What follows belongs to an exercise in optimizing a design on an open flow for small area and a short achievable clock period; a production flow would make more cautious choices. Function was checked by simulation only, so behaviour that the tests miss may differ from the original. Power figures rest on the tool's default switching activity, not on a simulated workload.

== v8 ==
// spi_ram_ctrl
module spi_ram_ctrl #(
    parameter int MEM_DEPTH = 256,
    parameter int ADDR_SIZE = 8,
    parameter int TX_HOLD   = spi_ram_pkg::TX_HOLD_DEFAULT
) (
    input  logic       clk,
    input  logic       rst_n,
    input  logic [9:0] din,
    input  logic       rx_valid,
    output logic [7:0] dout,
    output logic       tx_valid
);
Size: about 4300 cells after synthesis, ~79000 um2 of cells after synthesis.
export LEC_CHECK = 0
export CAP_MARGIN = 20
export CORE_MARGIN = 2
export CORE_UTILIZATION = 60
export CTS_CLUSTER_DIAMETER = 80
export CTS_CLUSTER_SIZE = 20
export SETUP_SLACK_MARGIN = 2.35
export SLEW_MARGIN = 20
export SYNTH_HIERARCHICAL = 1
create_clock -name core_clock -period 4.5 [get_ports {clk}]
standard.sh (not shown) runs the stock make flow with config.mk's settings and CLKGATE_MAP_FILE= SYNTH_SCRIPT=/design/flow/synth_recipe.tcl, a recipe that flattens the netlist after the stock synthesis.
==> flow/flow/run.sh <==
#!/bin/bash
# Standard layout with two changes:
#  - after synthesis, size_cells.py resizes some combinational cells by the
#    net they drive (read-mux AOIs to strength 1, write-enable NOR2s to 2,
#    write row/column drivers to 4); registers are left exactly as
#    synthesized;
#  - the port buffers are plain buf_4 cells instead of the delay buffers
#    buffer_ports picks on its own.
set -euo pipefail
NET=$PWD/orfs/results/sky130hd/spi_ram_ctrl/base/1_2_yosys.v
bash standard.sh "$NET" > synth.log 2>&1
cp "$NET" 1_2_yosys.orig.v
python3 flow/size_cells.py "$NET" > size_cells.log 2>&1
bash standard.sh "BUFFER_PORTS_ARGS=-buffer_cell sky130_fd_sc_hd__buf_4" finish > layout.log 2>&1
==> flow/flow/size_cells.py <==
#!/usr/bin/env python3
"""Resize combinational cells in the synthesized netlist by the net they drive.

usage: size_cells.py NETLIST

- read-mux AOI cells mapped at drive strength 2 go back to strength 1;
- the byte write-enable NOR2s (each drives 8 flip-flop enables) go to
  strength 2, and the write row/column lines that drive 16 of them go to
  strength 4.
Registers are not touched.
"""
import re
import sys

path = sys.argv[1]
text = open(path).read()

rules = [
    (r'u_core\.g_wen\[\d+\]\.u_en\.y', 'nor2', '2'),
    (r'u_core\.g_wdec\[\d+\]\.u_hi\.y', 'nand2', '4'),
    (r'u_core\.g_wdec\[\d+\]\.u_lo\.y', 'inv', '4'),
]

cell_re = re.compile(r'(  sky130_fd_sc_hd__)(\w+?)_(\d+)( \S+ \((?:[^;])*?\);)', re.S)
count = {}


def fix(m):
    base, strength, body = m.group(2), m.group(3), m.group(4)
    if base == 'a22oi' and strength == '2':
        count['a22oi'] = count.get('a22oi', 0) + 1
        return m.group(1) + 'a22oi_1' + body
    out = re.search(r'\.Y\(\\?(\S+) \)', body)
    if out:
        for pat, want_base, want in rules:
            if base == want_base and re.fullmatch(pat, out.group(1)):
                count[pat] = count.get(pat, 0) + 1
                return m.group(1) + base + '_' + want + body
    return m.group(0)


text = cell_re.sub(fix, text)
open(path, 'w').write(text)
for k, v in count.items():
    print(f'{v:5d} {k}')
v8 completed end to end with timing, DRC and antenna clean.
### v8 -> v34
- swapping 2.35 for 2.2 in SETUP_SLACK_MARGIN
==> flow/flow/run.sh <==
#!/bin/bash
# Standard layout with two changes:
#  - after synthesis, the read-mux AOI cells that ABC maps at drive
#    strength 2 are put back to drive strength 1 (the resizer upsizes any
#    that timing needs); registers are left exactly as synthesized;
#  - the port buffers are plain buf_4 cells instead of the delay buffers
#    buffer_ports picks on its own.
set -euo pipefail
NET=$PWD/orfs/results/sky130hd/spi_ram_ctrl/base/1_2_yosys.v
bash standard.sh "$NET" > synth.log 2>&1
cp "$NET" 1_2_yosys.orig.v
sed -i 's/\bsky130_fd_sc_hd__a22oi_2\b/sky130_fd_sc_hd__a22oi_1/g' "$NET"
bash standard.sh "BUFFER_PORTS_ARGS=-buffer_cell sky130_fd_sc_hd__buf_4" finish > layout.log 2>&1
removed: flow/flow/size_cells.py
--- outcome ---
Relative to v8, final estimated routing congestion in global placement has increased by 3.0% in v34. v8 -> v34: final cell count flat. Est. power | v34 vs v8 | v34 higher. Layer with the highest usage after global routing: met1 -> v34, met2 -> v8. v34 vs v8, multi-input combinational area share went down by 0.70 points. Relative to v8, critical path depth decreased by 1 in v34. Global-route usage over all layers in v34 vs v8: up 1.1 points.
### v34 -> v46
- changing SETUP_SLACK_MARGIN from 2.2 to 2.35
- changing CTS_CLUSTER_SIZE from 20 to 24
- changing CORE_UTILIZATION from 60 to 70
==> flow/flow/run.sh <==
#!/bin/bash
# Standard layout with two changes:
#  - after synthesis, size_cells.py resizes some combinational cells by the
#    net they drive (read-mux AOIs to strength 1, write-enable NOR2s to 2,
#    write row/column drivers to 4); registers are left exactly as
#    synthesized;
#  - the port buffers are plain buf_4 cells instead of the delay buffers
#    buffer_ports picks on its own.
set -euo pipefail
NET=$PWD/orfs/results/sky130hd/spi_ram_ctrl/base/1_2_yosys.v
bash standard.sh "$NET" > synth.log 2>&1
cp "$NET" 1_2_yosys.orig.v
python3 flow/size_cells.py "$NET" > size_cells.log 2>&1
bash standard.sh "BUFFER_PORTS_ARGS=-buffer_cell sky130_fd_sc_hd__buf_4" finish > layout.log 2>&1
==> flow/flow/size_cells.py (new file) <==
#!/usr/bin/env python3
"""Resize combinational cells in the synthesized netlist by the net they drive.

usage: size_cells.py NETLIST

- read-mux AOI cells mapped at drive strength 2 go back to strength 1;
- the byte write-enable NOR2s (each drives 8 flip-flop enables) go to
  strength 2, and the write row/column lines that drive 16 of them go to
  strength 4.
Registers are not touched.
"""
import re
import sys

path = sys.argv[1]
text = open(path).read()

rules = [
    (r'u_core\.g_wen\[\d+\]\.u_en\.y', 'nor2', '2'),
    (r'u_core\.g_wdec\[\d+\]\.u_hi\.y', 'nand2', '4'),
    (r'u_core\.g_wdec\[\d+\]\.u_lo\.y', 'inv', '4'),
]

cell_re = re.compile(r'(  sky130_fd_sc_hd__)(\w+?)_(\d+)( \S+ \((?:[^;])*?\);)', re.S)
count = {}


def fix(m):
    base, strength, body = m.group(2), m.group(3), m.group(4)
    if base == 'a22oi' and strength == '2':
        count['a22oi'] = count.get('a22oi', 0) + 1
        return m.group(1) + 'a22oi_1' + body
    out = re.search(r'\.Y\(\\?(\S+) \)', body)
    if out:
        for pat, want_base, want in rules:
            if base == want_base and re.fullmatch(pat, out.group(1)):
                count[pat] = count.get(pat, 0) + 1
                return m.group(1) + base + '_' + want + body
    return m.group(0)


text = cell_re.sub(fix, text)
open(path, 'w').write(text)
for k, v in count.items():
    print(f'{v:5d} {k}')
Results
Compared with v34, v46 shows a lower number of nets in the final layout. Non-filler instance count after layout (v46 over v34): decrease, 282. Routed length on met2 went down by a few percent going from v34 to v46.
Here is what was changed in the inputs of v43 compared with v46.
- CTS_CLUSTER_SIZE now 20, was 24
- CORE_UTILIZATION now 60, was 70
- SETUP_SLACK_MARGIN now 2.45, was 2.35
==> flow/flow/run.sh <==
#!/bin/bash
# Standard layout with two changes:
#  - after synthesis, the read-mux AOI cells that ABC maps at drive
#    strength 2 are put back to drive strength 1 (the resizer upsizes any
#    that timing needs); registers are left exactly as synthesized;
#  - the port buffers are plain buf_4 cells instead of the delay buffers
#    buffer_ports picks on its own.
set -euo pipefail
NET=$PWD/orfs/results/sky130hd/spi_ram_ctrl/base/1_2_yosys.v
bash standard.sh "$NET" > synth.log 2>&1
cp "$NET" 1_2_yosys.orig.v
sed -i 's/\bsky130_fd_sc_hd__a22oi_2\b/sky130_fd_sc_hd__a22oi_1/g' "$NET"
bash standard.sh "BUFFER_PORTS_ARGS=-buffer_cell sky130_fd_sc_hd__buf_4" finish > layout.log 2>&1
removed: flow/flow/size_cells.py
Findings:
Compared to v46, v43 has layout-stage area growth over the synthesis result 3.4 points higher.
Antenna diode instance count for v43: 1 up relative to v46
In terms of global-route usage, v43 and v46 differ only marginally.
Compare v46 and v43 | shortest clock period the worst path allows after layout lower: v46
Combinational cell fraction of total power: v43 > v46
| fraction of final layout cells sized beyond drive strength 1 | higher: v43 |
v43 vs v46: core utilization down in v43
Between v46 and v43, the flow reports combinational power increasing by more than 10%.
Sort v46 and v43 by clock network fraction of design power, descending, and v43 comes first.
Compared with v46, v43 shows a share of total power consumed by net switching that is 0.46 points higher.
[v43] count of cell instances traversed by the critical path fell 3 relative to v46

## re-timing with driven ports
The results above use ideal ports. As a check the final layouts listed here were re-extracted and re-timed, cells and wires unchanged. Step 1 assumes that a clkbuf_16 drives the clock port and a buf_2 every other input. Step 2, shift: input delay + t, output delay - t, t = (earliest + latest rising clock arrival at the registers) / 2. This alone moves slack from input paths to output paths. a / b / c = ideal ports / drivers / drivers and shift; a / b = the first two.
run | shift t [ns] | slack for setup (ns) | worst hold slack (ns)
v8 | 0.833 | 2.235 / 2.225 / 1.696 | 0.402 / 0.415 / 0.500
v34 | 0.832 | 2.126 / 2.126 / 1.685 | 0.401 / 0.348 / 0.491
v46 | 0.795 | 2.339 / 2.285 / 1.734 | 0.423 / 0.403 / 0.535
v43 | 0.826 | 2.262 / 2.262 / 1.677 | 0.430 / 0.380 / 0.510
After both steps setup and hold are still met in every run listed. The setup slack of v46, which loses most, moves by -0.054 ns with the drivers and by -0.605 ns with both steps.
